This design comes from an exercise in tuning for small area, a short achievable clock period and few clock cycles on the open sky130 flow, not from production work.
Only simulation tests tie the RTL to the original design; equivalence was not proved.
No activity file was given, so power comes from the tool's default toggle rates.

===== config.mk =====
export PLATFORM = sky130hd
export DESIGN_NAME = core_top
export DESIGN_NICKNAME = core_top
export VERILOG_FILES = /design/flow/design.v
export SDC_FILE = /design/flow/constraint.sdc
export NUM_CORES = 4
export LEC_CHECK = 0
export ABC_CLOCK_PERIOD_IN_PS = 3000
export CAP_MARGIN = 20
export CORE_MARGIN = 2
export CORE_UTILIZATION = 55
export SETUP_SLACK_MARGIN = 3.3
export SLEW_MARGIN = 20

===== constraint.sdc =====
create_clock -name core_clock -period 6.5 [get_ports {clk}]
set_input_delay 1.3000 -clock core_clock [delete_from_list [all_inputs] [get_ports {clk}]]
set_output_delay 1.3000 -clock core_clock [all_outputs]
set_load 0.01 [all_outputs]

===== design.v =====
`timescale 1ns/1ps
module core_top (
    input  logic                  clk,
    input  logic                  arst_n,
    input  logic                  hold,
    input  logic                  mem_done,
    input  logic [31:0]           mem_instr,
    output logic                  mem_req,
    output logic [32-1:0] mem_pc,
    output logic                  wb_valid,
    output logic [3:0]            wb_rd,
    output logic [32-1:0] wb_data,
    output logic [32-1:0] wb_pc
);
    logic        started;    
    logic        outst;      
    logic        stale;      
    logic        pend;       
    logic [31:2] cur_pc;     
    logic [31:2] nxt_pc;     
    logic        iv;
    logic        i_we;       
    logic        i_unc;      
    logic        i_br;       
    logic        i_sub;
    logic [1:0]  i_fn;       
    logic [3:0]  i_rd;
    logic        byp_a;      
    logic        byp_b;      
    logic [31:0] opa;
    logic [31:0] opb;        
    logic [31:2] i_pc;       
    logic [31:0] rf [1:15];
    logic        ex;
    logic        blocked;    
    logic        tk_sel;     
    logic        taken;
    logic        mispred;    
    logic [31:0] a;
    logic [31:0] b;          
    logic [31:0] bs;         
    logic [31:0] sum;
    logic [31:0] res;
    assign a       = byp_a ? wb_data : opa;
    assign b       = byp_b ? wb_data : opb;
    assign bs      = byp_b ? (wb_data ^ {32{i_sub}}) : opb;
    assign ex      = iv && !hold;
    assign blocked = iv && hold;
    assign tk_sel  = iv && i_unc;
    assign taken   = tk_sel && !hold;
    assign mispred = ex && i_br && (a == b);
    logic [31:0] kg [0:5];
    logic [31:0] kp [0:5];
    always_comb begin
        kg[0] = a & bs;
        kp[0] = a ^ bs;
        kg[0][0] = kg[0][0] | (kp[0][0] & i_sub);
        for (int l = 0; l < 5; l++) begin
            for (int i = 0; i < 32; i++) begin
                if (i >= (1 << l)) begin
                    kg[l+1][i] = kg[l][i] | (kp[l][i] & kg[l][i - (1 << l)]);
                    kp[l+1][i] = kp[l][i] & kp[l][i - (1 << l)];
                end else begin
                    kg[l+1][i] = kg[l][i];
                    kp[l+1][i] = kp[l][i];
                end
            end
        end
        sum = kp[0] ^ {kg[5][30:0], i_sub};
    end
    always_comb begin
        case (i_fn)
            2'd0:    res = sum;
            2'd1:    res = a & b;
            2'd2:    res = a | b;
            default: res = a ^ b;
        endcase
    end
    logic        arr;        
    logic        acc;        
    logic [31:2] pc_sel;
    assign arr     = mem_done && outst;
    assign acc     = arr && !stale && !blocked && !tk_sel;
    assign pc_sel  = tk_sel ? i_pc : nxt_pc;
    assign mem_req = (arr || pend) && !blocked;
    assign mem_pc  = {pc_sel, 2'b00};
    always_ff @(posedge clk or negedge arst_n) begin
        if (!arst_n) begin
            started <= 1'b0;
            outst   <= 1'b0;
            stale   <= 1'b0;
            pend    <= 1'b0;
            cur_pc  <= '0;
            nxt_pc  <= '0;
        end else begin
            started <= 1'b1;
            if (!started) begin
                pend <= 1'b1;
            end else if (mispred) begin
                outst  <= 1'b1;
                stale  <= 1'b1;
                pend   <= 1'b0;
                nxt_pc <= i_pc;
                if (mem_req) cur_pc <= pc_sel;
            end else if (mem_req) begin
                outst  <= 1'b1;
                stale  <= 1'b0;
                pend   <= 1'b0;
                cur_pc <= pc_sel;
                nxt_pc <= pc_sel + 30'd1;
            end else if (blocked) begin
                if (arr) begin
                    outst <= 1'b0;
                    pend  <= 1'b1;
                end else if (outst) begin
                    stale <= 1'b1;
                end
                nxt_pc <= cur_pc - 30'd1;
            end else if (taken) begin
                stale  <= 1'b1;
                nxt_pc <= i_pc;
            end
        end
    end
    logic [3:0]  f_op;
    logic [3:0]  f_rd;
    logic [3:0]  f_rs1;
    logic [3:0]  f_rs2;
    logic [31:0] f_imm;
    logic        f_alu;
    logic        f_beq;
    logic        f_addi;
    logic        wr_x;
    logic [31:2] f_tgt;
    logic [31:0] rd1;
    logic [31:0] rd2;
    always_comb begin
        rd1 = (f_rs1 == 4'd0) ? 32'd0 : rf[f_rs1];
        rd2 = (f_rs2 == 4'd0) ? 32'd0 : rf[f_rs2];
        if (wb_valid && wb_rd == f_rs1) rd1 = wb_data;
        if (wb_valid && wb_rd == f_rs2) rd2 = wb_data;
    end
    assign f_op   = mem_instr[31:28];
    assign f_rd   = mem_instr[27:24];
    assign f_rs1  = mem_instr[23:20];
    assign f_rs2  = mem_instr[19:16];
    assign f_imm  = {{16{mem_instr[15]}}, mem_instr[15:0]};
    assign f_alu  = (f_op >= 4'd1) && (f_op <= 4'd6);
    assign f_beq  = (f_op == 4'd7);
    assign f_addi = (f_op == 4'd6);
    assign wr_x   = ex && i_we;
    logic [16:0] t_lo;
    logic [13:0] t_hi;
    logic [13:0] hi_inc;
    logic [13:0] hi_dec;
    logic        t_same;
    logic        t_up;
    logic        t_dn;
    logic [15:0] tg [0:4];
    logic [15:0] tp [0:4];
    always_comb begin
        tg[0] = cur_pc[17:2] & mem_instr[15:0];
        tp[0] = cur_pc[17:2] ^ mem_instr[15:0];
        for (int l = 0; l < 4; l++) begin
            for (int i = 0; i < 16; i++) begin
                if (i >= (1 << l)) begin
                    tg[l+1][i] = tg[l][i] | (tp[l][i] & tg[l][i - (1 << l)]);
                    tp[l+1][i] = tp[l][i] & tp[l][i - (1 << l)];
                end else begin
                    tg[l+1][i] = tg[l][i];
                    tp[l+1][i] = tp[l][i];
                end
            end
        end
        t_lo = {tg[4][15], tp[0] ^ {tg[4][14:0], 1'b0}};
    end
    assign hi_inc = cur_pc[31:18] + 14'd1;
    assign hi_dec = cur_pc[31:18] - 14'd1;
    assign t_same = t_lo[16] == mem_instr[15];
    assign t_up   = t_lo[16] && !mem_instr[15];
    assign t_dn   = !t_lo[16] && mem_instr[15];
    assign t_hi   = ({14{t_same}} & cur_pc[31:18]) | ({14{t_up}} & hi_inc) |
                    ({14{t_dn}} & hi_dec);
    assign f_tgt  = {t_hi, t_lo[15:0]};
    always_ff @(posedge clk or negedge arst_n) begin
        if (!arst_n) begin
            iv <= 1'b0;
        end else begin
            iv <= acc && !mispred;
        end
    end
    always_ff @(posedge clk) begin
        i_we  <= f_alu && (f_rd != 4'd0);
        i_unc <= f_beq && (f_rs1 == f_rs2);
        i_br  <= f_beq && (f_rs1 != f_rs2);
        i_sub <= (f_op == 4'd2);
        case (f_op)
            4'd3:    i_fn <= 2'd1;
            4'd4:    i_fn <= 2'd2;
            4'd5:    i_fn <= 2'd3;
            default: i_fn <= 2'd0;
        endcase
        i_rd  <= f_rd;
        byp_a <= wr_x && (i_rd == f_rs1);
        byp_b <= wr_x && (i_rd == f_rs2) && !f_addi;
        opa   <= rd1;
        opb   <= f_addi ? f_imm : ((f_op == 4'd2) ? ~rd2 : rd2);
        i_pc  <= f_beq ? f_tgt : cur_pc;
    end
    always_ff @(posedge clk or negedge arst_n) begin
        if (!arst_n) begin
            wb_valid <= 1'b0;
        end else begin
            wb_valid <= wr_x;
        end
    end
    always_ff @(posedge clk) begin
        wb_rd   <= i_rd;
        wb_data <= res;
        wb_pc   <= {i_pc, 2'b00};
        if (wb_valid) begin
            rf[wb_rd] <= wb_data;
        end
    end
endmodule

===== flow/run.sh =====
#!/bin/bash
# The standard layout (standard.sh: the standard flow's synthesis and ORFS flow), with two changes:
# ports get plain buf_2 buffers instead of the default delay-cell buffers, and the
# resizer may swap a cell for any other of the same function, not only its own footprint.
# make's output goes to standard.log; each ORFS step logs under orfs/logs/.
set -o pipefail
bash standard.sh "BUFFER_PORTS_ARGS=-buffer_cell sky130_fd_sc_hd__buf_2" MATCH_CELL_FOOTPRINT=0 finish > standard.log 2>&1

===== standard.sh =====
#!/bin/bash
# synth_recipe.tcl (not shown) runs the flow's synth.tcl, then flattens the netlist and writes it again
# the make line also repeats each setting of config.mk as NAME=value (left out here)
make -C /OpenROAD-flow-scripts/flow DESIGN_CONFIG=/design/flow/config.mk WORK_HOME=/design/flow/orfs CLKGATE_MAP_FILE= SYNTH_SCRIPT=/design/flow/synth_recipe.tcl "${@:-finish}"

==> flow_metrics.env, run 1 <==
export IMPL_status="complete, no violations"
export IMPL_route_met2_wl_um=56100
export IMPL_post_route_drc_count=0
export IMPL_wl_met3_um=9020
export IMPL_number_of_enable_flip_flop_cells_after_synthesis=480
export IMPL_overflow=0
export IMPL_detailed_place_hpwl_um=66400
export IMPL_grt_util_all_layers_pct=32.7
export IMPL_setup_violations=0
export IMPL_synth_distinct_cells=75
export IMPL_drt_first_iter_violations=3074
export IMPL_dominantRegCellSynth="edfxtp_1"
export IMPL_maxUsedRoutingLayer="met4"
export IMPL_crit_type="in -> reg"
export IMPL_critPathMaxFanout=6
export IMPL_most_common_library_cell_in_the_layout_ignoring_fill_and_taps="edfxtp_1"
export IMPL_wl_per_cell_um=28.3
export IMPL_coreArea_um2=67500
export IMPL_detailedPlace_worstSlack_ns=1.93
export IMPL_drt_vias_per_instance=6.61
export IMPL_syn_avg_cell_area_um2=12.4
export IMPL_grt_start_max_net_pins=97
export IMPL_yosys_warnings=5
export IMPL_synth_area_top_cells="edfxtp_1 (38%), mux4_2 (12%), dfxtp_1 (9.1%), mux2i_1 (5.8%), dfrtp_1 (4.4%)"
export IMPL_finalMaxSlewViolations=0
export IMPL_syn_cell_area_um2=37700
export IMPL_fin_ws_ns=2.86
export IMPL_area_growth_pct=24.5
export IMPL_period_minus_slack_ns=3.64
export IMPL_synth_largest_type_area_fraction_pct=38.3
export IMPL_floorplan_rows=95
export IMPL_cts_buffers_inserted=79
export IMPL_fp_dieW_um=266
export IMPL_finalWeightedCongestion=0.902
export IMPL_fillerInstances=4699
export IMPL_timing_hold_worst_class="reg -> reg"
export IMPL_cp_start_kind="input port"
export IMPL_numClockSinks=718
export IMPL_cp_required_ns=7.01
export IMPL_synthArstFlopShare_pct=9.19
export IMPL_metal1_wirelength_um=50900
export IMPL_clk_path_buf_depth=3
export IMPL_vdd_ir_drop_worst_mv=0.264
export IMPL_count_of_max_cap_constraint_violations=0
export IMPL_max_slew_margin_rel_pct=21.9
export IMPL_timing_critical_path_to_type="register"
export IMPL_grt_first_pass_wirelength_um=173000
export IMPL_ant_nets=0
export IMPL_first_global_vias=27800
export IMPL_tightestPinTransition_ns=1.17
export IMPL_clock_tree_from_tritoncts="yes"
export IMPL_nets=3474
export IMPL_tns_ns=0
export IMPL_port_buffer_count=133
export IMPL_grt_setup_unrepaired="yes"
export IMPL_timing_hold_violations_final=0
export IMPL_initial_antenna_violation_count=0
export IMPL_power_leakage_nw=17.5
export IMPL_clock_skew_ns=0.0225
export IMPL_synth_top_cell_by_area="edfxtp_1"
export IMPL_worst_hold_slack_ns=0.390
export IMPL_count_of_pins_on_the_block_boundary=138
export IMPL_power_per_cell_area_nw_per_um2=342
export IMPL_die_area_um2=70600
export IMPL_postCtsHoldBufs=0
export IMPL_drive_gt1_share_pct=32.7
export IMPL_initial_core_util_pct=55.8
export IMPL_arrival_ns=4.15
export IMPL_max_freq_ghz=0.275
export IMPL_final_cell_mix="edfxtp_1 (480), nor2_1 (207), a211oi_1 (201)"
export IMPL_clkLatencyLatePin_ns=0.63
export IMPL_clock_tree_htree_level_count=3
export IMPL_yosys_register_bits=718
export IMPL_routed_wl_um=121000
export IMPL_num_vias=28100
export IMPL_synthesis_instances=3033
export IMPL_chipHeight_um=266
export IMPL_fin_crit_sh_pct=56.0
export IMPL_clock_pin_transition_on_the_worst_setup_and_hold_timing_paths_ns=0.06
export IMPL_root_buffer="clkbuf_16"
export IMPL_finalPower_mw=16.0
export IMPL_synth_seq_area_share_pct=51.8
export IMPL_firstDrtPassIters=5
synthesized netlist by cell type (41+ instances only):
cell type and number:
a211oi_1 209, a21o_1 44, inv_1 118, mux4_2 195, nor2_1 226, dfxtp_1 172, dfrtp_1 66, clkbuf_1 166
nand2_1 140, o21ai_0 118, mux2i_1 218, xnor2_1 97, a21oi_1 206, ha_1 116, edfxtp_1 480, nor3_1 41
xor2_1 77
repair_timing:
action	in CTS	in global routing
cloned	11	9
setup endpoints to repair	141	135
buffers inserted	154	64
resized for setup	333	248
pin swaps	79	88
cell families (layout without fill, tap and decap cells):
| group | Yosys count | in the layout | share of synthesized area [%] |
|---|---|---|---|
| DFF | 718 | 718 | 51.8 |
| AOI/OAI and AO/OA | 698 | 698 | 12.0 |
| and+or+nand+nor | 551 | 556 | 6.70 |
| muxes | 427 | 427 | 17.9 |
| buffers and inverters | 344 | 684 | 3.56 |
| xor gates and xnor gates | 174 | 174 | 4.05 |
| adders and majority gates | 119 | 119 | 4.01 |
| other | 2 | 6 | 0.0199 |
area by class of cell:
| cell class | instances | area [um2] | area share (%) |
|---|---|---|---|
| inverter | 121 | 457 | 0.973 |
| tap | 873 | 1090 | 2.33 |
| sequential | 718 | 19600 | 41.7 |
| timing repair buffer | 420 | 4040 | 8.61 |
| clock buffer | 103 | 2160 | 4.61 |
| multi-input combinational | 1979 | 19100 | 40.7 |
| antenna | 1 | 2.50 | 0.00533 |
| clock inverter | 40 | 490 | 1.05 |
layer usage:
metal	track usage [%]	up-vias
met5	0	-
met2	51.9	1279
met1	46.8	14400
li1	-	12200
met4	10.2	0
met3	4.89	285
worst paths after layout:
check	startpoint	slack (ns)	to	depth (start not counted)
max	mem_instr[2]	2.86	i_pc[31]	15
min	i_pc[28]	0.39	wb_pc[28]	0
max reg2reg	cur_pc[2]	2.99	i_pc[31]	15
min reg2reg	i_pc[28]	0.39	wb_pc[28]	0
max in group asynchronous	arst_n	4.85	iv	2
min in group asynchronous	arst_n	0.90	wb_valid	2
stage by stage:
step	utilization [%]	cells	area, um2
detailed placement	58.3	3873	39400
finish	69.5	4255	46900
CTS	66.9	4181	45200
floorplan	-	3036	37900
global placement	58.3	3873	39400
global route	69.5	4254	46900
critical path, cell delays in order:
cell      delay, ns
buf_2          0.15
ha_4           0.29
a21o_1         0.13
a21oi_2        0.07
o21ba_4        0.21
o21ai_2        0.13
nand2_1        0.08
o2111a_2       0.28
o31ai_4        0.26
nand3_2        0.15
nand2_2        0.12
ha_4           0.19
or2_4          0.27
a222oi_1       0.44
inv_1          0.07
power breakdown:
| part | switching [mW] | total (mW) | internal (mW) | leakage [nW] |
|---|---|---|---|---|
| clock | 1.86 | 4.64 | 2.78 | 1.28 |
| sequential | 1.06 | 6.84 | 5.78 | 6.57 |
| combinational | 2.37 | 4.56 | 2.18 | 9.60 |
flip-flops by register name, summed over array words and instances (netlist names), 30 cells and up:
register  cells
opa          32
wb_pc        30
rf          480
nxt_pc       30
wb_data      32
cur_pc       30
i_pc         30
opb          32
Testbench counts, summed over its fixed seeds: cycles 28,001.
==> run 2, diff against run 1 <==
--- a/design.v
+++ b/design.v
@@ -32,2 +32,5 @@
     logic [31:2] i_pc;       
+    logic [31:18] i_hi1;     
+    logic        i_cy;
+    logic [31:2] tgt;
     logic [31:0] rf [1:15];
@@ -83,3 +86,4 @@
     assign acc     = arr && !stale && !blocked && !tk_sel;
-    assign pc_sel  = tk_sel ? i_pc : nxt_pc;
+    assign tgt     = {i_cy ? i_hi1 : i_pc[31:18], i_pc[17:2]};
+    assign pc_sel  = tk_sel ? tgt : nxt_pc;
     assign mem_req = (arr || pend) && !blocked;
@@ -102,3 +106,3 @@
                 pend   <= 1'b0;
-                nxt_pc <= i_pc;
+                nxt_pc <= tgt;
                 if (mem_req) cur_pc <= pc_sel;
@@ -120,3 +124,3 @@
                 stale  <= 1'b1;
-                nxt_pc <= i_pc;
+                nxt_pc <= tgt;
             end
@@ -133,3 +137,2 @@
     logic        wr_x;
-    logic [31:2] f_tgt;
     logic [31:0] rd1;
@@ -152,34 +155,7 @@
     logic [16:0] t_lo;
-    logic [13:0] t_hi;
     logic [13:0] hi_inc;
     logic [13:0] hi_dec;
-    logic        t_same;
-    logic        t_up;
-    logic        t_dn;
-    logic [15:0] tg [0:4];
-    logic [15:0] tp [0:4];
-    always_comb begin
-        tg[0] = cur_pc[17:2] & mem_instr[15:0];
-        tp[0] = cur_pc[17:2] ^ mem_instr[15:0];
-        for (int l = 0; l < 4; l++) begin
-            for (int i = 0; i < 16; i++) begin
-                if (i >= (1 << l)) begin
-                    tg[l+1][i] = tg[l][i] | (tp[l][i] & tg[l][i - (1 << l)]);
-                    tp[l+1][i] = tp[l][i] & tp[l][i - (1 << l)];
-                end else begin
-                    tg[l+1][i] = tg[l][i];
-                    tp[l+1][i] = tp[l][i];
-                end
-            end
-        end
-        t_lo = {tg[4][15], tp[0] ^ {tg[4][14:0], 1'b0}};
-    end
+    assign t_lo   = {1'b0, cur_pc[17:2]} + {1'b0, mem_instr[15:0]};
     assign hi_inc = cur_pc[31:18] + 14'd1;
     assign hi_dec = cur_pc[31:18] - 14'd1;
-    assign t_same = t_lo[16] == mem_instr[15];
-    assign t_up   = t_lo[16] && !mem_instr[15];
-    assign t_dn   = !t_lo[16] && mem_instr[15];
-    assign t_hi   = ({14{t_same}} & cur_pc[31:18]) | ({14{t_up}} & hi_inc) |
-                    ({14{t_dn}} & hi_dec);
-    assign f_tgt  = {t_hi, t_lo[15:0]};
     always_ff @(posedge clk or negedge arst_n) begin
@@ -207,3 +183,6 @@
         opb   <= f_addi ? f_imm : ((f_op == 4'd2) ? ~rd2 : rd2);
-        i_pc  <= f_beq ? f_tgt : cur_pc;
+        i_pc[17:2]  <= f_beq ? t_lo[15:0] : cur_pc[17:2];
+        i_pc[31:18] <= (f_beq && mem_instr[15]) ? hi_dec : cur_pc[31:18];
+        i_hi1       <= mem_instr[15] ? cur_pc[31:18] : hi_inc;
+        i_cy        <= t_lo[16];
     end
==> flow_metrics.env, run 2 <==
export IMPL_port_buffer_count=133
export IMPL_tns_ns=0
export IMPL_most_common_library_cell_in_the_layout_ignoring_fill_and_taps="edfxtp_1"
export IMPL_arrival_ns=3.82
export IMPL_post_route_drc_count=0
export IMPL_synthArstFlopShare_pct=9.00
export IMPL_drive_gt1_share_pct=29.7
export IMPL_max_slew_margin_rel_pct=35.7
export IMPL_fin_ws_ns=3.18
export IMPL_timing_hold_violations_final=0
export IMPL_syn_avg_cell_area_um2=12.6
export IMPL_synth_most_common_cell="edfxtp_1"
export IMPL_numClockSinks=733
export IMPL_tightestPinTransition_ns=0.965
export IMPL_cp_required_ns=6.99
export IMPL_timing_critical_path_slowest_stage_cell="dfxtp_4"
export IMPL_synthTopCellsByCount="edfxtp_1 (480), mux2i_1 (213), a211oi_1 (210)"
export IMPL_cp_cell_sequence="buf_12 > buf_12 > mux2i_4 > inv_2 > ha_4 > a21o_1 > a21o_1 > a21oi_2 > buf_4 > a2bb2oi_2 > o31ai_4 > o311a_1 > a41oi_2 > xor2_1 > a21oi_1"
export IMPL_grt_setup_unrepaired="yes"
export IMPL_yosys_warnings=3
export IMPL_synth_top_cell_by_area="edfxtp_1"
export IMPL_crit_type="reg -> reg"
export IMPL_num_vias=27100
export IMPL_power_per_cell_area_nw_per_um2=344
export IMPL_floorplan_rows=96
export IMPL_nets=3411
export IMPL_finalWeightedCongestion=0.887
export IMPL_clock_tree_from_tritoncts="yes"
export IMPL_number_of_buffer_and_inverter_stages_on_the_critical_path=4
export IMPL_clock_pin_transition_on_the_worst_setup_and_hold_timing_paths_ns=0.06
export IMPL_coreArea_um2=68700
export IMPL_yosys_register_bits=733
export IMPL_fin_crit_sh_pct=51.1
export IMPL_cp_start_kind="register"
export IMPL_number_of_enable_flip_flop_cells_after_synthesis=480
export IMPL_root_buffer="clkbuf_16"
export IMPL_initial_core_util_pct=55.6
export IMPL_area_growth_pct=20.9
export IMPL_synth_largest_type_area_fraction_pct=37.8
export IMPL_synthXorXnorAreaFrac_pct=4.52
export IMPL_drt_first_iter_violations=2981
export IMPL_synth_area_top_cells="edfxtp_1 (38%), mux4_2 (12%), dfxtp_1 (9.8%), mux2i_1 (5.6%), dfrtp_1 (4.3%)"
export IMPL_synth_distinct_cells=97
export IMPL_count_of_pins_on_the_block_boundary=138
export IMPL_status="complete, no violations"
export IMPL_postCtsHoldBufs=0
export IMPL_synth_adder_area_share_pct=3.89
export IMPL_setup_violations=0
export IMPL_largest_register_ffs=480
export IMPL_period_minus_slack_ns=3.32
export IMPL_clock_tree_htree_level_count=3
export IMPL_vdd_ir_drop_worst_mv=0.270
export IMPL_final_util_pct=67.2
export IMPL_grt_start_max_net_pins=92
export IMPL_clk_path_buf_depth=3
export IMPL_ant_nets=0
export IMPL_max_freq_ghz=0.301
export IMPL_synthesis_instances=3034
export IMPL_grt_first_pass_wirelength_um=170000
export IMPL_first_global_vias=27100
export IMPL_largest_register="rf"
export IMPL_power_leakage_nw=17.1
export IMPL_syn_cell_area_um2=38200
export IMPL_detailed_place_hpwl_um=67100
export IMPL_overflow=0
export IMPL_synth_top_family_by_area="multiplexers"
export IMPL_dominantRegCellSynth="edfxtp_1"
export IMPL_routed_wl_um=115000
export IMPL_initial_antenna_violation_count=2
export IMPL_finalMaxSlewViolations=0
export IMPL_timing_hold_worst_class="reg -> reg"
export IMPL_diodes=0
export IMPL_clkLatencyLatePin_ns=0.65
export IMPL_grt_util_all_layers_pct=32.1
export IMPL_synth_compound_area_share_pct=11.7
export IMPL_post_synth_and_or_nand_nor_area_fraction_pct=6.75
export IMPL_synth_mux_area_share_pct=17.7
export IMPL_clock_skew_ns=0.0336
export IMPL_die_area_um2=71500
export IMPL_firstDrtPassIters=6
export IMPL_critPathMaxStageDelay_ns=0.44
export IMPL_drt_vias_per_instance=6.37
export IMPL_detailedPlace_worstSlack_ns=1.55
export IMPL_count_of_max_cap_constraint_violations=0
export IMPL_timing_critical_path_max_delay_family="compound AO/OA/AOI/OAI gates"
export IMPL_final_cell_mix="edfxtp_1 (480), a211oi_1 (205), mux4_2 (197)"
export IMPL_fp_dieW_um=267
export IMPL_worst_hold_slack_ns=0.362
export IMPL_cts_buffers_inserted=81
export IMPL_wl_per_cell_um=27.0
export IMPL_timing_critical_path_to_type="register"
export IMPL_critPathMaxFanout=8
export IMPL_synth_seq_area_share_pct=51.9
export IMPL_chipHeight_um=267
-- run 2: cell count changes after synthesis, moves of 12 or more --
cell      previous run  this run
a21oi_1            206       161
nor2_1             226       191
nand2_1            140       166
buf_2               16        35
xnor2_1             97       114
dfxtp_1            172       187
o21ai_1              3        18
buf_1               35        21
clkbuf_1           166       153
o31ai_1             14         1
a21o_1              44        56
a222oi_1            20         8
-- run 2: per-layer routing --
layer | track usage [%] | wire, um | vias to the layer above
met5 | 0 | 0 | -
met4 | 12.7 | 4500 | 0
met3 | 4.64 | 8030 | 253
met2 | 52.2 | 55700 | 1198
met1 | 43.8 | 46600 | 13700
li1 | - | - | 12000
-- run 2: timing repair --
action                                 in CTS  in global routing
endpoints found under the hold margin       0                  0
gates resized for setup                   272                152
buffers inserted                          101                 52
setup endpoints to repair                 177                132
pin swaps                                  41                 60
gates cloned                               10                  4
-- run 2: metrics by stage --
stage | cells | area (um2) | power (mW)
floorplan | 3037 | 38300 | 8.86
global placement | 3938 | 39800 | 10.1
detailed placement | 3938 | 39800 | 10.2
CTS | 4200 | 44900 | 15.5
global route | 4257 | 46100 | 16.6
finish | 4257 | 46100 | 15.9
-- run 2: cell type report --
cell class,instances,area [um2]
fillers,4983,22600
repair buffers,353,3150
well taps,931,1160
clock buffers,117,2340
multi-input cells,1981,18800
clock inverters,34,434
flip-flops and latches,733,19900
inverters,108,413
-- run 2: power by group --
group / internal, mW / switching (mW)
Clock: 2.84 / 1.93
Sequential: 5.86 / 0.824
Combinational: 2.00 / 2.43
-- run 2: worst paths after layout --
path	from	to	slack, ns	depth (start not counted)
worst max-delay path	byp_a	wb_data[26]	3.18	15
worst min-delay path	i_pc[25]	wb_pc[25]	0.36	0
worst max register to register	byp_a	wb_data[26]	3.18	15
worst min register to register	i_pc[25]	wb_pc[25]	0.36	0
max in group asynchronous	arst_n	iv	4.93	2
min in group asynchronous	arst_n	cur_pc[23]	0.88	2
-- run 2: logic make-up (layout without fill, tap and decap cells) --
logic type | count (synthesis) | count (layout)
DFF | 733 | 733
AOI/OAI and AO/OA | 684 | 684
and+or+nand+nor | 546 | 552
muxes | 426 | 426
buffers and inverters | 329 | 612
xor gates and xnor gates | 197 | 197
adders and majority gates | 117 | 117
other | 2 | 5
Testbench counts of run 2, summed over its fixed seeds: cycles 28,001.
==> run 3, diff against run 2 <==
--- a/design.v
+++ b/design.v
@@ -27,7 +27,5 @@
     logic [3:0]  i_rd;
-    logic        byp_a;      
-    logic        byp_b;      
     logic [31:0] opa;
     logic [31:0] opb;        
-    logic [31:2] i_pc;       
+    logic [31:2] i_tgt;       
     logic [31:18] i_hi1;     
@@ -35,2 +33,4 @@
     logic [31:2] tgt;
+    logic [31:2] pc_x;       
+    assign pc_x = cur_pc - 30'd1;
     logic [31:0] rf [1:15];
@@ -42,3 +42,3 @@
     logic [31:0] a;
-    logic [31:0] b;          
+    logic [31:0] b;
     logic [31:0] bs;         
@@ -46,5 +46,5 @@
     logic [31:0] res;
-    assign a       = byp_a ? wb_data : opa;
-    assign b       = byp_b ? wb_data : opb;
-    assign bs      = byp_b ? (wb_data ^ {32{i_sub}}) : opb;
+    assign a       = opa;
+    assign b       = opb;
+    assign bs      = opb ^ {32{i_sub}};
     assign ex      = iv && !hold;
@@ -86,3 +86,3 @@
     assign acc     = arr && !stale && !blocked && !tk_sel;
-    assign tgt     = {i_cy ? i_hi1 : i_pc[31:18], i_pc[17:2]};
+    assign tgt     = {i_cy ? i_hi1 : i_tgt[31:18], i_tgt[17:2]};
     assign pc_sel  = tk_sel ? tgt : nxt_pc;
@@ -121,3 +121,3 @@
                 end
-                nxt_pc <= cur_pc - 30'd1;
+                nxt_pc <= pc_x;
             end else if (taken) begin
@@ -139,7 +139,19 @@
     logic [31:0] rd2;
+    logic [15:1] sel1;
+    logic [15:1] sel2;
     always_comb begin
-        rd1 = (f_rs1 == 4'd0) ? 32'd0 : rf[f_rs1];
-        rd2 = (f_rs2 == 4'd0) ? 32'd0 : rf[f_rs2];
+        for (int k = 1; k < 16; k++) begin
+            sel1[k] = (f_rs1 == 4'(k));
+            sel2[k] = (f_rs2 == 4'(k));
+        end
+        rd1 = '0;
+        rd2 = '0;
+        for (int k = 1; k < 16; k++) begin
+            rd1 = rd1 | ({32{sel1[k]}} & rf[k]);
+            rd2 = rd2 | ({32{sel2[k]}} & rf[k]);
+        end
         if (wb_valid && wb_rd == f_rs1) rd1 = wb_data;
         if (wb_valid && wb_rd == f_rs2) rd2 = wb_data;
+        if (wr_x && i_rd == f_rs1) rd1 = res;
+        if (wr_x && i_rd == f_rs2) rd2 = res;
     end
@@ -179,8 +191,6 @@
         i_rd  <= f_rd;
-        byp_a <= wr_x && (i_rd == f_rs1);
-        byp_b <= wr_x && (i_rd == f_rs2) && !f_addi;
         opa   <= rd1;
-        opb   <= f_addi ? f_imm : ((f_op == 4'd2) ? ~rd2 : rd2);
-        i_pc[17:2]  <= f_beq ? t_lo[15:0] : cur_pc[17:2];
-        i_pc[31:18] <= (f_beq && mem_instr[15]) ? hi_dec : cur_pc[31:18];
+        opb   <= f_addi ? f_imm : rd2;
+        i_tgt[17:2]  <= t_lo[15:0];
+        i_tgt[31:18] <= mem_instr[15] ? hi_dec : cur_pc[31:18];
         i_hi1       <= mem_instr[15] ? cur_pc[31:18] : hi_inc;
@@ -198,3 +208,3 @@
         wb_data <= res;
-        wb_pc   <= {i_pc, 2'b00};
+        wb_pc   <= {pc_x, 2'b00};
         if (wb_valid) begin
--- a/config.mk
+++ b/config.mk
@@ -7,3 +7,2 @@
 export LEC_CHECK = 0
-export ABC_CLOCK_PERIOD_IN_PS = 3000
 export CAP_MARGIN = 20
==> flow_metrics.env, run 3 <==
export IMPL_timing_critical_path_max_delay_family="buffers and inverters"
export IMPL_clock_tree_htree_level_count=3
export IMPL_finalMaxSlewViolations=0
export IMPL_grt_setup_unrepaired="yes"
export IMPL_grt_first_pass_wirelength_um=197000
export IMPL_synth_area_top_cells="edfxtp_1 (41%), dfxtp_1 (11%), a22oi_1 (6.7%), dfrtp_1 (4.7%), ha_1 (4.1%)"
export IMPL_yosys_warnings=3
export IMPL_firstDrtPassIters=8
export IMPL_tightestPinTransition_ns=1.02
export IMPL_status="complete, no violations"
export IMPL_clkLatencyLatePin_ns=0.67
export IMPL_synth_most_common_cell="edfxtp_1"
export IMPL_timing_critical_path_to_type="primary output"
export IMPL_wl_per_cell_um=32.6
export IMPL_synth_distinct_cells=87
export IMPL_postCtsHoldBufs=0
export IMPL_routed_wl_um=140000
export IMPL_critPathMaxStageDelay_ns=0.34
export IMPL_clock_tree_from_tritoncts="yes"
export IMPL_initial_antenna_violation_count=5
export IMPL_critPathMaxFanout=7
export IMPL_syn_cell_area_um2=35200
export IMPL_met2_usage_pct=63.2
export IMPL_cp_start_kind="register"
export IMPL_root_buffer="clkbuf_16"
export IMPL_layout_cell_area_non_filler_um2=42400
export IMPL_dominantRegCellSynth="edfxtp_1"
export IMPL_initial_core_util_pct=55.7
export IMPL_timing_hold_violations_final=0
export IMPL_groute_layer_met1_usage_pct=53.0
export IMPL_crit_type="reg -> out"
export IMPL_clock_pin_transition_on_the_worst_setup_and_hold_timing_paths_ns=0.06
export IMPL_timing_hold_worst_class="reg -> reg"
export IMPL_cp_required_ns=5.20
export IMPL_grt_util_all_layers_pct=40.8
export IMPL_die_area_um2=66000
export IMPL_max_freq_ghz=0.297
export IMPL_top_usage_layer="met2"
export IMPL_arrival_ns=2.06
export IMPL_drt_first_iter_violations=5417
export IMPL_nets=3539
export IMPL_power_per_cell_area_nw_per_um2=376
export IMPL_synth_top_cell_by_area="edfxtp_1"
export IMPL_largest_register="rf"
export IMPL_detailed_place_hpwl_um=84300
export IMPL_count_of_max_cap_constraint_violations=0
export IMPL_count_of_pins_on_the_block_boundary=138
export IMPL_vdd_ir_drop_worst_mv=0.298
export IMPL_clk_path_buf_depth=3
export IMPL_fillerInstances=4705
export IMPL_tns_ns=0
export IMPL_most_common_library_cell_in_the_layout_ignoring_fill_and_taps="edfxtp_1"
export IMPL_synth_seq_area_share_pct=56.2
export IMPL_ant_nets=0
export IMPL_port_buffer_count=133
export IMPL_first_global_vias=28900
export IMPL_number_of_buffer_and_inverter_stages_on_the_critical_path=5
export IMPL_timing_critical_path_slowest_stage_cell="dfxtp_2"
export IMPL_max_slew_margin_rel_pct=32.1
export IMPL_numClockSinks=731
export IMPL_overflow=0
export IMPL_reg2reg_slack_ns=3.25
export IMPL_power_leakage_nw=16.0
export IMPL_grt_start_max_net_pins=91
export IMPL_gr_usage_met3_pct=10.5
export IMPL_drt_vias_per_instance=7.05
export IMPL_final_cell_mix="edfxtp_1 (480), a22oi_1 (316), nand2_1 (213)"
export IMPL_synthArstFlopShare_pct=9.03
export IMPL_cts_buffers_inserted=79
export IMPL_num_vias=30300
export IMPL_clock_skew_ns=0.0543
export IMPL_finalWeightedCongestion=0.940
export IMPL_fp_dieW_um=257
export IMPL_period_minus_slack_ns=3.36
export IMPL_place_area_um2=37100
export IMPL_syn_avg_cell_area_um2=11.2
export IMPL_largest_register_ffs=480
export IMPL_setup_violations=0
export IMPL_post_route_drc_count=0
export IMPL_synth_largest_type_area_fraction_pct=41.0
export IMPL_number_of_enable_flip_flop_cells_after_synthesis=480
export IMPL_coreArea_um2=63200
export IMPL_fin_crit_sh_pct=51.7
export IMPL_area_growth_pct=20.6
export IMPL_path_common_cell="buf_12"
export IMPL_chipHeight_um=257
export IMPL_yosys_register_bits=731
export IMPL_drive_gt1_share_pct=22.6
export IMPL_synthesis_instances=3156
export IMPL_floorplan_rows=92
export IMPL_cp_cell_sequence="buf_12 > and2_4 > buf_12 > buf_8 > mux2i_4 > inv_2 > buf_6"
export IMPL_synthTopCellsByCount="edfxtp_1 (480), a22oi_1 (316), nor2_1 (227)"
-- run 3: cell count changes after synthesis, sizes merged, moves of 29 or more --
cell and change:
a22o +38, clkbuf +32, buf -29, nand2 +54, mux4 -191, nor2 +34
a221oi +45, mux2i -182, xnor2 -29, a211oi -188, a222oi +67, nand3 +110
a22oi +308, a21o -33
-- run 3: kinds of logic (layout without fill, tap and decap cells) --
logic type / after synthesis / count (layout) / share of synthesized area (%)
muxes: 54 / 54 / 1.82
and+or+nand+nor: 804 / 806 / 11.1
AOI/OAI and AO/OA: 927 / 927 / 18.5
buffers and inverters: 354 / 643 / 3.95
other: 2 / 7 / 0.0213
xor gates and xnor gates: 167 / 167 / 4.16
adders and majority gates: 117 / 117 / 4.20
DFF: 731 / 731 / 56.2
-- run 3: through the flow --
step | util (%) | hold slack, ns | total power, mW | setup WS (ns) | instances
6_report | 67.2 | 0.404 | 16.0 | 3.14 | 4298
5_1_grt | 67.2 | 0.427 | 16.5 | 3.08 | 4296
4_1_cts | 65.3 | 0.409 | 15.4 | 3.13 | 4232
3_5_place_dp | 58.8 | 0.403 | 10.5 | 2.04 | 4003
3_3_place_gp | 58.8 | 0.402 | 10.4 | 2.14 | 4003
2_1_floorplan | - | 0.373 | 8.87 | 3.28 | 3159
-- run 3: repair_timing --
action | CTS | global route
hold endpoints to repair | 0 | 0
pin swaps | 36 | 59
cloned | 3 | 1
endpoints found under the setup margin | 152 | 128
gates resized for setup | 139 | 156
buffers inserted | 81 | 63
-- run 3: cell type report --
| type | instances | area [um2] | share of cell area, % |
|---|---|---|---|
| multi-input combinational | 2076 | 15500 | 36.5 |
| antenna | 2 | 5.00 | 0.0118 |
| clock inverter | 40 | 484 | 1.14 |
| tap | 846 | 1060 | 2.49 |
| timing repair buffer | 368 | 2900 | 6.83 |
| inverter | 130 | 490 | 1.16 |
| sequential | 731 | 19800 | 46.6 |
| clock buffer | 105 | 2210 | 5.20 |
-- run 3: report_power, final --
part	switching, mW	internal, mW	total [mW]
sequential	0.963	5.94	6.90
combinational	2.62	1.80	4.42
clock	1.96	2.70	4.65
total	5.54	10.4	16.0
-- run 3: final timing paths --
| check | startpoint | to | depth (start not counted) |
|---|---|---|---|
| worst max-delay path | i_unc | mem_pc[10] | 7 |
| worst max register to register | i_sub | opb[23] | 12 |
| worst min-delay path | i_rd[3] | wb_rd[3] | 0 |
| min in group asynchronous | arst_n | wb_valid | 1 |
| worst min register to register | i_rd[3] | wb_rd[3] | 0 |
| max in group asynchronous | arst_n | iv | 2 |
-- run 3: layer usage --
metal | vias up | share of wire [%]
met4 | 4 | 6.3
li1 | 12500 | -
met1 | 14700 | 36
met2 | 2544 | 45
met3 | 607 | 13
met5 | - | 0.022
Testbench counts of run 3, summed over its fixed seeds: cycles 28,001.
==> run 4, diff against run 3 <==
--- a/design.v
+++ b/design.v
@@ -29,3 +29,3 @@
     logic [31:0] opb;        
-    logic [31:2] i_tgt;       
+    logic [31:2] i_tgt;      
     logic [31:18] i_hi1;     
@@ -39,4 +39,2 @@
     logic        tk_sel;     
-    logic        taken;
-    logic        mispred;    
     logic [31:0] a;
@@ -52,4 +50,2 @@
     assign tk_sel  = iv && i_unc;
-    assign taken   = tk_sel && !hold;
-    assign mispred = ex && i_br && (a == b);
     logic [31:0] kg [0:5];
@@ -88,4 +84,30 @@
     assign pc_sel  = tk_sel ? tgt : nxt_pc;
-    assign mem_req = (arr || pend) && !blocked;
+    assign mem_req = arr || pend;
     assign mem_pc  = {pc_sel, 2'b00};
+    logic        mp0;        
+    logic        outst0;
+    logic        stale0;
+    logic        pend0;
+    logic [31:2] nxt0;
+    assign mp0 = iv && i_br && (a == b);
+    always_comb begin
+        outst0 = outst;
+        stale0 = stale;
+        pend0  = pend;
+        nxt0   = nxt_pc;
+        if (mp0) begin
+            outst0 = 1'b1;
+            stale0 = 1'b1;
+            pend0  = 1'b0;
+            nxt0   = tgt;
+        end else if (mem_req) begin
+            outst0 = 1'b1;
+            stale0 = 1'b0;
+            pend0  = 1'b0;
+            nxt0   = pc_sel + 30'd1;
+        end else if (tk_sel) begin
+            stale0 = 1'b1;
+            nxt0   = tgt;
+        end
+    end
     always_ff @(posedge clk or negedge arst_n) begin
@@ -96,32 +118,21 @@
             pend    <= 1'b0;
-            cur_pc  <= '0;
             nxt_pc  <= '0;
+        end else if (!started) begin
+            started <= 1'b1;
+            pend    <= 1'b1;
+        end else if (blocked) begin
+            outst  <= 1'b1;
+            stale  <= 1'b1;
+            pend   <= 1'b0;
+            nxt_pc <= pc_x;
         end else begin
-            started <= 1'b1;
-            if (!started) begin
-                pend <= 1'b1;
-            end else if (mispred) begin
-                outst  <= 1'b1;
-                stale  <= 1'b1;
-                pend   <= 1'b0;
-                nxt_pc <= tgt;
-                if (mem_req) cur_pc <= pc_sel;
-            end else if (mem_req) begin
-                outst  <= 1'b1;
-                stale  <= 1'b0;
-                pend   <= 1'b0;
-                cur_pc <= pc_sel;
-                nxt_pc <= pc_sel + 30'd1;
-            end else if (blocked) begin
-                if (arr) begin
-                    outst <= 1'b0;
-                    pend  <= 1'b1;
-                end else if (outst) begin
-                    stale <= 1'b1;
-                end
-                nxt_pc <= pc_x;
-            end else if (taken) begin
-                stale  <= 1'b1;
-                nxt_pc <= tgt;
-            end
+            outst  <= outst0;
+            stale  <= stale0;
+            pend   <= pend0;
+            nxt_pc <= nxt0;
+        end
+    end
+    always_ff @(posedge clk) begin
+        if (mem_req) begin
+            cur_pc <= pc_sel;
         end
@@ -139,11 +150,17 @@
     logic [31:0] rd2;
+    logic [15:1] wsel;
     logic [15:1] sel1;
     logic [15:1] sel2;
+    logic        wb1;
+    logic        wb2;
     always_comb begin
         for (int k = 1; k < 16; k++) begin
-            sel1[k] = (f_rs1 == 4'(k));
-            sel2[k] = (f_rs2 == 4'(k));
-        end
-        rd1 = '0;
-        rd2 = '0;
+            wsel[k] = wb_valid && (wb_rd == 4'(k));
+            sel1[k] = (f_rs1 == 4'(k)) && !wsel[k];
+            sel2[k] = (f_rs2 == 4'(k)) && !wsel[k];
+        end
+        wb1 = wb_valid && (wb_rd == f_rs1);
+        wb2 = wb_valid && (wb_rd == f_rs2);
+        rd1 = {32{wb1}} & wb_data;
+        rd2 = {32{wb2}} & wb_data;
         for (int k = 1; k < 16; k++) begin
@@ -152,4 +169,2 @@
         end
-        if (wb_valid && wb_rd == f_rs1) rd1 = wb_data;
-        if (wb_valid && wb_rd == f_rs2) rd2 = wb_data;
         if (wr_x && i_rd == f_rs1) rd1 = res;
@@ -176,3 +191,3 @@
         end else begin
-            iv <= acc && !mispred;
+            iv <= acc && !mp0;
         end
--- a/config.mk
+++ b/config.mk
@@ -10,2 +10,4 @@
 export CORE_UTILIZATION = 55
+export CTS_CLUSTER_DIAMETER = 150
+export CTS_CLUSTER_SIZE = 30
 export SETUP_SLACK_MARGIN = 3.3
==> flow_metrics.env, run 4 <==
export IMPL_clock_tree_htree_level_count=1
export IMPL_cts_buffers_inserted=28
export IMPL_power_leakage_nw=14.4
export IMPL_grt_setup_unrepaired="yes"
export IMPL_initial_core_util_pct=55.7
export IMPL_power_combinational_fraction_pct=24.9
export IMPL_reg2regPathDepth=12
export IMPL_synthTopCellsByCount="edfxtp_1 (510), a22oi_1 (218), dfxtp_1 (185)"
export IMPL_count_of_pins_on_the_block_boundary=138
export IMPL_count_of_max_cap_constraint_violations=0
export IMPL_numClockSinks=731
export IMPL_worstSetupEndpoint="opa[30]"
export IMPL_layoutNonFillerInstCount=3984
export IMPL_period_minus_slack_ns=3.47
export IMPL_detailed_place_hpwl_um=76200
export IMPL_dominantRegCellSynth="edfxtp_1"
export IMPL_area_occupied_by_multi_input_gates_um2=15000
export IMPL_drt_vias_per_instance=7.20
export IMPL_worst_hold_slack_ns=0.400
export IMPL_most_common_library_cell_in_the_layout_ignoring_fill_and_taps="edfxtp_1"
export IMPL_synth_top_cell_by_area="edfxtp_1"
export IMPL_critPathMaxFanout=4
export IMPL_synth_adder_area_share_pct=4.26
export IMPL_drive_gt1_share_pct=20.3
export IMPL_tns_ns=0
export IMPL_timing_hold_worst_class="reg -> reg"
export IMPL_cp_start_kind="register"
export IMPL_first_global_vias=27300
export IMPL_reg2reg_slack_ns=3.03
export IMPL_post_route_drc_count=0
export IMPL_place_area_um2=36500
export IMPL_clock_tree_from_tritoncts="yes"
export IMPL_cell_internal_pwr_mw=7.94
export IMPL_max_slew_margin_rel_pct=26.6
export IMPL_fin_ws_ns=3.03
export IMPL_final_util_pct=64.7
export IMPL_synthXorXnorAreaFrac_pct=4.12
export IMPL_coreArea_um2=61800
export IMPL_finalMaxSlewViolations=0
export IMPL_port_buffer_count=133
export IMPL_max_freq_ghz=0.288
export IMPL_arrival_ns=4.03
export IMPL_largest_register="rf"
export IMPL_wl_per_cell_um=33.1
export IMPL_synth_distinct_cells=76
export IMPL_area_growth_pct=16.1
export IMPL_largest_register_ffs=480
export IMPL_cp_required_ns=7.06
export IMPL_num_vias=28700
export IMPL_floorplan_rows=91
export IMPL_sw_share_pct=33.5
export IMPL_postCtsHoldBufs=0
export IMPL_place_detailed_instances=3803
export IMPL_grt_start_max_net_pins=69
export IMPL_grt_first_pass_wirelength_um=185000
export IMPL_ant_nets=0
export IMPL_setup_violations=0
export IMPL_cp_startpoint="i_sub"
export IMPL_status="complete, no violations"
export IMPL_firstDrtPassIters=9
export IMPL_routed_wl_um=132000
export IMPL_yosys_warnings=3
export IMPL_synth_most_common_cell="edfxtp_1"
export IMPL_overflow=0
export IMPL_synth_largest_type_area_fraction_pct=44.5
export IMPL_post_synth_and_or_nand_nor_area_fraction_pct=9.27
export IMPL_power_per_cell_area_nw_per_um2=298
export IMPL_die_area_um2=64700
export IMPL_clock_skew_ns=0.0366
export IMPL_synth_compound_area_share_pct=19.1
export IMPL_number_of_enable_flip_flop_cells_after_synthesis=510
export IMPL_fp_dieW_um=254
export IMPL_root_buffer="clkbuf_16"
export IMPL_finalWeightedCongestion=0.944
export IMPL_chipHeight_um=254
export IMPL_vdd_ir_drop_worst_mv=0.260
export IMPL_clkLatencyLatePin_ns=0.67
export IMPL_layout_cell_area_non_filler_um2=40000
export IMPL_fillerInstances=4731
export IMPL_syn_cell_area_um2=34500
export IMPL_initial_antenna_violation_count=3
export IMPL_synthesis_instances=2949
export IMPL_total_switching_power_mw=3.99
export IMPL_grt_util_all_layers_pct=39.6
export IMPL_synth_seq_area_share_pct=57.8
export IMPL_regToRegEndpoint="opa[30]"
export IMPL_tightestPinTransition_ns=1.10
export IMPL_timing_critical_path_to_type="register"
export IMPL_finalPower_mw=11.9
export IMPL_clock_power_share_pct=19.4
export IMPL_final_cell_mix="edfxtp_1 (510), a22oi_1 (217), dfxtp_1 (178)"
export IMPL_yosys_register_bits=731
export IMPL_clock_pin_transition_on_the_worst_setup_and_hold_timing_paths_ns=0.12
export IMPL_synthArstFlopShare_pct=4.92
export IMPL_syn_avg_cell_area_um2=11.7
export IMPL_nets=3275
export IMPL_seq_power_share_pct=55.7
export IMPL_synth_top_family_by_area="compound AO/OA/AOI/OAI gates"
export IMPL_detailedPlace_worstSlack_ns=2.12
export IMPL_timing_hold_violations_final=0
export IMPL_register_area_um2=19900
export IMPL_synth_mux_area_share_pct=1.72
export IMPL_crit_type="reg -> reg"
export IMPL_synth_area_top_cells="edfxtp_1 (44%), dfxtp_1 (11%), a22oi_1 (4.8%), ha_1 (4.1%), a22o_1 (2.8%)"
export IMPL_fin_crit_sh_pct=53.4
export IMPL_worstReg2RegStart="i_sub"
export IMPL_drt_first_iter_violations=5228
export IMPL_clk_path_buf_depth=3
-- run 4: power by group through the flow --
stage | Clock, mW | Sequential [mW] | Combinational, mW
floorplan | 0 | 6.39 | 1.51
global placement | 0 | 6.65 | 2.29
detailed placement | 0 | 6.68 | 2.32
CTS | 2.32 | 6.58 | 2.63
global route | 2.46 | 6.71 | 3.17
finish | 2.32 | 6.65 | 2.97
-- run 4: worst min-delay path by stage --
stage               slack, ns    start  cells past startpoint       end
finish                   0.40  i_rd[2]                      0  wb_rd[2]
global route             0.42  i_rd[2]                      0  wb_rd[2]
CTS                      0.41  i_rd[2]                      0  wb_rd[2]
detailed placement       0.39  i_rd[2]                      0  wb_rd[2]
global placement         0.40  i_rd[2]                      0  wb_rd[2]
floorplan                0.37  i_rd[2]                      0  wb_rd[2]
-- run 4: cell type report --
| class | count | area share (%) |
|---|---|---|
| antenna | 2 | 0.0125 |
| timing repair inverter | 1 | 0.0125 |
| timing repair buffer | 326 | 6.74 |
| clock inverter | 2 | 0.0625 |
| multi-input combinational | 1894 | 37.4 |
| sequential | 731 | 49.8 |
| tap | 837 | 2.62 |
| clock buffer | 50 | 2.01 |
| inverter | 141 | 1.33 |
-- run 4: logic make-up after synthesis --
logic type | Yosys count
mux | 47
buf+inv | 330
simple gates | 659
flops | 731
fa+ha+maj | 116
compound gates | 902
xor+xnor | 162
other cells | 2
-- run 4: what timing repair did --
action / in CTS / in global routing
setup endpoints to repair: 139 / 113
gates cloned: 5 / 4
resized for setup: 215 / 175
pin swaps: 54 / 94
buffers inserted: 65 / 53
-- run 4: critical path, stage by stage (launching register included) --
cell and delay (ns):
dfxtp_4 0.41, buf_12 0.15, xor2_1 0.16, ha_1 0.31, nand2_2 0.08, or4b_4 0.46, o22a_4 0.22, o21ai_4 0.30
o21a_1 0.25, o31ai_4 0.10, xor2_1 0.16, mux4_2 0.52, o22a_1 0.23
-- run 4: layer usage --
layer  vias up  GRT usage [%]  wire [um]  part of all wire (%)
li1      11700              -          -                     -
met1     14000           53.9      48900                    37
met2      2431           59.0      56500                    43
met3       504           13.1      19700                    15
met4         0           15.0       6690                   5.1
met5         -              0          0                     0
Testbench counts of run 4, summed over its fixed seeds: cycles 28,001.
==> run 5, diff against run 4 <==
--- a/design.v
+++ b/design.v
@@ -22,3 +22,3 @@
     logic        i_we;       
-    logic        i_unc;      
+    logic        i_tk;       
     logic        i_br;       
@@ -49,3 +49,3 @@
     assign blocked = iv && hold;
-    assign tk_sel  = iv && i_unc;
+    assign tk_sel  = i_tk;
     logic [31:0] kg [0:5];
@@ -189,5 +189,7 @@
         if (!arst_n) begin
-            iv <= 1'b0;
+            iv   <= 1'b0;
+            i_tk <= 1'b0;
         end else begin
-            iv <= acc && !mp0;
+            iv   <= acc && !mp0;
+            i_tk <= acc && !mp0 && f_beq && (f_rs1 == f_rs2);
         end
@@ -196,3 +198,2 @@
         i_we  <= f_alu && (f_rd != 4'd0);
-        i_unc <= f_beq && (f_rs1 == f_rs2);
         i_br  <= f_beq && (f_rs1 != f_rs2);
--- a/config.mk
+++ b/config.mk
@@ -9,5 +9,5 @@
 export CORE_MARGIN = 2
-export CORE_UTILIZATION = 55
-export CTS_CLUSTER_DIAMETER = 150
-export CTS_CLUSTER_SIZE = 30
+export CORE_UTILIZATION = 70
+export CTS_CLUSTER_DIAMETER = 100
+export CTS_CLUSTER_SIZE = 20
 export SETUP_SLACK_MARGIN = 3.3
==> flow_metrics.env, run 5 <==
export IMPL_finalWeightedCongestion=0.995
export IMPL_area_growth_pct=14.5
export IMPL_gr_usage_met3_pct=20.5
export IMPL_area_occupied_by_multi_input_gates_um2=14900
export IMPL_post_route_drc_count=0
export IMPL_layoutNonFillerInstCount=3860
export IMPL_clock_tree_from_tritoncts="yes"
export IMPL_die_area_um2=51700
export IMPL_status="complete, no violations"
export IMPL_power_leakage_nw=14.6
export IMPL_synth_area_top_cells="edfxtp_1 (44%), dfxtp_1 (11%), a22oi_1 (5.1%), ha_1 (4.1%), a221oi_1 (3.0%)"
export IMPL_finalMaxSlewViolations=0
export IMPL_met2_usage_pct=70.9
export IMPL_cp_start_kind="input port"
export IMPL_synth_seq_area_share_pct=57.0
export IMPL_floorplan_rows=81
export IMPL_groute_layer_met1_usage_pct=60.6
export IMPL_routed_wl_um=130000
export IMPL_critPathMaxFanout=17
export IMPL_timing_hold_worst_class="reg -> reg"
export IMPL_tightestPinTransition_ns=0.941
export IMPL_clock_skew_ns=0.0304
export IMPL_crit_type="in -> reg"
export IMPL_cts_buffers_inserted=42
export IMPL_vdd_ir_drop_worst_mv=0.394
export IMPL_max_slew_margin_rel_pct=36.9
export IMPL_overflow=0
export IMPL_grt_util_all_layers_pct=48.7
export IMPL_period_minus_slack_ns=3.41
export IMPL_fillerInstances=2723
export IMPL_detailed_place_hpwl_um=77800
export IMPL_setup_violations=0
export IMPL_clkLatencyLatePin_ns=0.63
export IMPL_tns_ns=0
export IMPL_timing_hold_violations_final=0
export IMPL_clock_pin_transition_on_the_worst_setup_and_hold_timing_paths_ns=0.08
export IMPL_max_freq_ghz=0.293
export IMPL_arrival_ns=3.93
export IMPL_number_of_enable_flip_flop_cells_after_synthesis=510
export IMPL_synth_most_common_cell="edfxtp_1"
export IMPL_port_buffer_count=133
export IMPL_firstDrtPassIters=17
export IMPL_initial_antenna_violation_count=3
export IMPL_numClockSinks=731
export IMPL_drt_vias_per_instance=7.83
export IMPL_grt_setup_unrepaired="yes"
export IMPL_clock_tree_htree_level_count=2
export IMPL_first_global_vias=28300
export IMPL_synth_largest_type_area_fraction_pct=43.8
export IMPL_synth_top_cell_by_area="edfxtp_1"
export IMPL_yosys_register_bits=731
export IMPL_postCtsHoldBufs=0
export IMPL_largest_register="rf"
export IMPL_coreArea_um2=49200
export IMPL_finalPower_mw=12.4
export IMPL_wl_per_cell_um=33.8
export IMPL_grt_start_max_net_pins=77
export IMPL_synthesis_instances=2970
export IMPL_syn_cell_area_um2=34900
export IMPL_synthArstFlopShare_pct=5.06
export IMPL_cp_required_ns=7.02
export IMPL_largest_register_ffs=480
export IMPL_root_buffer="clkbuf_16"
export IMPL_synth_distinct_cells=99
export IMPL_dominantRegCellSynth="edfxtp_1"
export IMPL_reg2reg_slack_ns=3.14
export IMPL_initial_core_util_pct=71.1
export IMPL_chipHeight_um=227
export IMPL_place_detailed_instances=3661
export IMPL_grt_first_pass_wirelength_um=181000
export IMPL_fin_crit_sh_pct=52.5
export IMPL_timing_critical_path_to_type="register"
export IMPL_most_common_library_cell_in_the_layout_ignoring_fill_and_taps="edfxtp_1"
export IMPL_drt_first_iter_violations=6748
export IMPL_nets=3307
export IMPL_synthTopCellsByCount="edfxtp_1 (510), a22oi_1 (239), nand2_1 (191)"
export IMPL_count_of_pins_on_the_block_boundary=138
export IMPL_power_per_cell_area_nw_per_um2=309
export IMPL_final_cell_mix="edfxtp_1 (510), a22oi_1 (239), nand2_1 (188)"
export IMPL_top_usage_layer="met2"
export IMPL_num_vias=30200
export IMPL_ant_nets=0
export IMPL_clk_path_buf_depth=3
export IMPL_worst_hold_slack_ns=0.401
export IMPL_yosys_warnings=3
export IMPL_register_area_um2=19900
export IMPL_fp_dieW_um=227
export IMPL_syn_avg_cell_area_um2=11.8
export IMPL_drive_gt1_share_pct=19.4
export IMPL_count_of_max_cap_constraint_violations=0
-- run 5: worst max-delay path, cell delays in order --
cell	delay [ns]
buf_2	0.26
nand2_1	0.32
nor3_4	0.53
buf_6	0.35
buf_4	0.35
a22oi_1	0.14
nand2_1	0.11
nor2_1	0.05
a31oi_1	0.24
o21ai_1	0.09
a41oi_1	0.18
-- run 5: logic make-up after synthesis --
| family | synth area share [%] |
|---|---|
| buf+inv | 3.86 |
| flops | 57.0 |
| compound gates | 19.1 |
| other cells | 0.0215 |
| fa+ha+maj | 4.20 |
| mux | 1.82 |
| xor+xnor | 4.11 |
| simple gates | 9.85 |
-- run 5: final cells by class --
cell class,instances,share of cell area [%]
flip-flops and latches,731,49.9
inverters,137,1.29
well taps,664,2.08
repair buffers,328,6.31
clock inverters,4,0.175
clock buffers,74,2.98
multi-input cells,1914,37.3
diodes,7,0.0438
repair inverters,1,0.0125
-- run 5: routing by layer --
| layer | vias up | part of all wire [%] |
|---|---|---|
| met4 | 4 | 8.3 |
| met2 | 3348 | 42 |
| met3 | 968 | 18 |
| met5 | - | 0.27 |
| li1 | 11900 | - |
| met1 | 14000 | 32 |
-- run 5: report_power, final --
group          total, mW  switching (mW)  internal [mW]
Sequential          6.63           0.822           5.81
Clock               2.84            1.54           1.30
Combinational       2.89            1.71           1.18
Total               12.4            4.07           8.29
-- run 5: final timing paths --
check | from | end | cells after the start
max | mem_instr[19] | opb[27] | 11
min | i_rd[0] | wb_rd[0] | 0
min reg2reg | i_rd[0] | wb_rd[0] | 0
max in group asynchronous | arst_n | i_tk | 2
min in group asynchronous | arst_n | nxt_pc[31] | 2
max reg2reg | wb_rd[2] | opa[12] | 10
-- run 5: through the flow --
stage	utilization (%)	worst slack [ns]	instance area [um2]
2_1_floorplan	-	3.16	35000
3_3_place_gp	74.5	2.33	36600
3_5_place_dp	74.5	2.30	36600
4_1_cts	79.1	3.22	38900
5_1_grt	81.4	3.11	40000
6_report	81.4	3.09	40000
-- run 5: what timing repair did --
action                     in CTS  in global routing
setup buffers                  56                 55
setup endpoints to repair     130                102
cloned                          3                  0
pin swaps                      24                 61
resized for setup             108                147
Testbench counts of run 5, summed over its fixed seeds: cycles 28,001.
==> run 6, diff against run 5 <==
--- a/config.mk
+++ b/config.mk
@@ -9,3 +9,3 @@
 export CORE_MARGIN = 2
-export CORE_UTILIZATION = 70
+export CORE_UTILIZATION = 55
 export CTS_CLUSTER_DIAMETER = 100
==> flow_metrics.env, run 6 <==
export IMPL_status="complete, no violations"
export IMPL_finalMaxSlewViolations=0
export IMPL_max_freq_ghz=0.302
export IMPL_detailed_place_hpwl_um=81500
export IMPL_hold_path_depth=0
export IMPL_root_buffer="clkbuf_16"
export IMPL_synth_top_cell_by_area="edfxtp_1"
export IMPL_grt_start_max_net_pins=75
export IMPL_grt_setup_unrepaired="yes"
export IMPL_timing_critical_path_max_delay_family="flip-flops"
export IMPL_largest_register="rf"
export IMPL_drt_first_iter_violations=4984
export IMPL_initial_core_util_pct=55.5
export IMPL_synthArstFlopShare_pct=5.06
export IMPL_port_buffer_count=133
export IMPL_overflow=0
export IMPL_post_route_drc_count=0
export IMPL_finalPower_mw=12.4
export IMPL_clkLatencyLatePin_ns=0.64
export IMPL_most_common_library_cell_in_the_layout_ignoring_fill_and_taps="edfxtp_1"
export IMPL_coreArea_um2=63000
export IMPL_syn_cell_area_um2=34900
export IMPL_clock_pin_transition_on_the_worst_setup_and_hold_timing_paths_ns=0.09
export IMPL_largest_register_ffs=480
export IMPL_cp_cell_sequence="buf_4 > clkbuf_16 > a21oi_4 > buf_2"
export IMPL_yosys_warnings=3
export IMPL_clock_skew_ns=0.0355
export IMPL_clock_tree_htree_level_count=2
export IMPL_num_vias=28700
export IMPL_synth_seq_area_share_pct=57.0
export IMPL_cts_buffers_inserted=43
export IMPL_timing_critical_path_slowest_stage_cell="dfrtp_4"
export IMPL_initial_antenna_violation_count=6
export IMPL_chipHeight_um=256
export IMPL_tightestPinTransition_ns=1.10
export IMPL_tns_ns=0
export IMPL_finalWeightedCongestion=0.968
export IMPL_layout_cell_area_non_filler_um2=40100
export IMPL_max_slew_margin_rel_pct=26.2
export IMPL_floorplan_rows=92
export IMPL_final_cell_mix="edfxtp_1 (510), a22oi_1 (239), nand2_1 (184)"
export IMPL_grt_util_all_layers_pct=39.6
export IMPL_first_global_vias=27500
export IMPL_crit_type="reg -> out"
export IMPL_place_detailed_instances=3846
export IMPL_synth_largest_type_area_fraction_pct=43.8
export IMPL_timing_hold_violations_final=0
export IMPL_ant_nets=0
export IMPL_arrival_ns=2.01
export IMPL_synthTopCellsByCount="edfxtp_1 (510), a22oi_1 (239), nand2_1 (191)"
export IMPL_synth_area_top_cells="edfxtp_1 (44%), dfxtp_1 (11%), a22oi_1 (5.1%), ha_1 (4.1%), a221oi_1 (3.0%)"
export IMPL_count_of_max_cap_constraint_violations=0
export IMPL_wl_per_cell_um=33.2
export IMPL_place_area_um2=36900
export IMPL_drt_vias_per_instance=7.12
export IMPL_timing_critical_path_to_type="primary output"
export IMPL_nets=3295
export IMPL_critPathMaxFanout=9
export IMPL_vdd_ir_drop_worst_mv=0.266
export IMPL_layoutNonFillerInstCount=4026
export IMPL_dominantRegCellSynth="edfxtp_1"
export IMPL_setup_violations=0
export IMPL_fp_dieW_um=256
export IMPL_reg2regPathDepth=13
export IMPL_clock_tree_from_tritoncts="yes"
export IMPL_number_of_enable_flip_flop_cells_after_synthesis=510
export IMPL_fin_crit_sh_pct=50.9
export IMPL_synthesis_instances=2970
export IMPL_grt_first_pass_wirelength_um=190000
export IMPL_syn_avg_cell_area_um2=11.8
export IMPL_area_growth_pct=14.7
export IMPL_power_per_cell_area_nw_per_um2=311
export IMPL_synth_distinct_cells=99
export IMPL_fillerInstances=4854
export IMPL_count_of_pins_on_the_block_boundary=138
export IMPL_yosys_register_bits=731
export IMPL_timing_critical_path_depth=4
export IMPL_number_of_buffer_and_inverter_stages_on_the_critical_path=3
export IMPL_critPathMaxStageDelay_ns=0.61
export IMPL_routed_wl_um=134000
export IMPL_period_minus_slack_ns=3.31
export IMPL_firstDrtPassIters=8
export IMPL_cp_required_ns=5.20
export IMPL_die_area_um2=65600
export IMPL_numClockSinks=731
export IMPL_drive_gt1_share_pct=19.5
export IMPL_cp_start_kind="register"
export IMPL_synth_most_common_cell="edfxtp_1"
export IMPL_timing_hold_worst_class="reg -> reg"
export IMPL_clk_path_buf_depth=3
export IMPL_power_leakage_nw=14.5
==> run 6: cell types whose count changed in the layout (fill, tap and decap cells not counted), sizes merged <==
cell / delta
bufinv: -1
diode: -4
inv: +3
clkinvlp: -1
buf: -13
==> run 6: timing repair <==
item | in CTS | in global routing
pin swaps | 31 | 36
cloned | 1 | 3
resized for setup | 108 | 136
setup buffers | 56 | 38
endpoints found under the hold margin | 0 | 0
hold buffers | 0 | 0
setup endpoints to repair | 133 | 98
==> run 6: power breakdown <==
part | leakage (nW) | internal, mW | switching, mW
sequential | 6.61 | 5.81 | 0.803
combinational | 7.28 | 1.19 | 1.74
clock | 0.607 | 1.30 | 1.61
total | 14.5 | 8.30 | 4.15
==> run 6: cell type report <==
type	count	area [um2]	share of cell area [%]
repair buffers	315	2370	5.93
multi-input cells	1914	14900	37.1
flip-flops and latches	731	19900	49.8
inverters	137	518	1.29
clock buffers	74	1210	3.03
diodes	3	7.51	0.0187
well taps	846	1060	2.64
repair inverters	1	5.00	0.0125
clock inverters	5	61.3	0.153
==> run 6: final timing paths <==
path,from,to,slack [ns]
worst max-delay path,i_tk,mem_pc[20],3.19
worst min-delay path,i_rd[0],wb_rd[0],0.41
worst max register to register,i_sub,opa[20],3.21
worst min register to register,i_rd[0],wb_rd[0],0.41
max in group asynchronous,arst_n,i_tk,4.94
min in group asynchronous,arst_n,nxt_pc[29],0.83
==> run 6: routing by layer <==
layer  up-vias  global-route usage [%]  part of all wire (%)
met5         -                       0                 0.034
met4         8                    19.2                   5.9
met3       564                    11.9                    14
met2      2443                    59.8                    43
met1     13800                    52.3                    36
li1      11800                       -                     -
==> run 6: metrics by stage <==
stage	hold WS (ns)	utilization (%)	setup slack, ns
2_1_floorplan	0.373	-	3.16
3_3_place_gp	0.397	58.6	2.33
3_5_place_dp	0.391	58.6	2.32
4_1_cts	0.409	62.1	3.19
5_1_grt	0.407	63.6	3.13
6_report	0.406	63.6	3.19
==> run 6: kinds of logic after synthesis <==
group           share of synthesized area [%]
flops                                    57.0
simple gates                             9.85
buf+inv                                  3.86
xor+xnor                                 4.11
compound gates                           19.1
other cells                            0.0215
fa+ha+maj                                4.20
mux                                      1.82

-- port drivers added, routing unchanged --
Ports are ideal in the flow. The routed layouts listed here were re-timed in OpenROAD. Step 1, drivers: a clkbuf_16 drives clk and a buf_2 each remaining input, both assumed. Step 2 times the ports against the registers' clock, not the clock port: input delays grow and output delays shrink by t, the midpoint of the rising clock arrivals with the driver on. Slacks: ideal ports / drivers / drivers and shift; pairs: ideal ports / drivers.
run	t (ns)	setup WS [ns]	hold slack, ns	worst setup path at the end	pins driven straight from the clock port
run 1	0.686	2.860 / 2.871 / 2.185	0.390 / 0.390 / 0.390	input to register	1
run 2	0.698	3.175 / 3.132 / 2.721	0.362 / 0.362 / 0.362	input to register	1
run 3	0.713	3.137 / 3.067 / 2.517	0.404 / 0.404 / 0.404	input to register	1
run 4	0.714	3.028 / 3.028 / 2.583	0.400 / 0.400 / 0.400	input to register	1
run 5	0.674	3.089 / 3.104 / 2.430	0.401 / 0.401 / 0.401	input to register	1
run 6	0.692	3.189 / 3.116 / 2.604	0.406 / 0.406 / 0.406	input to register	1
After both steps setup and hold are still met in every run listed. For run 1, which loses most, drivers alone change the setup slack by +0.011 ns; drivers and shift together by -0.675 ns.
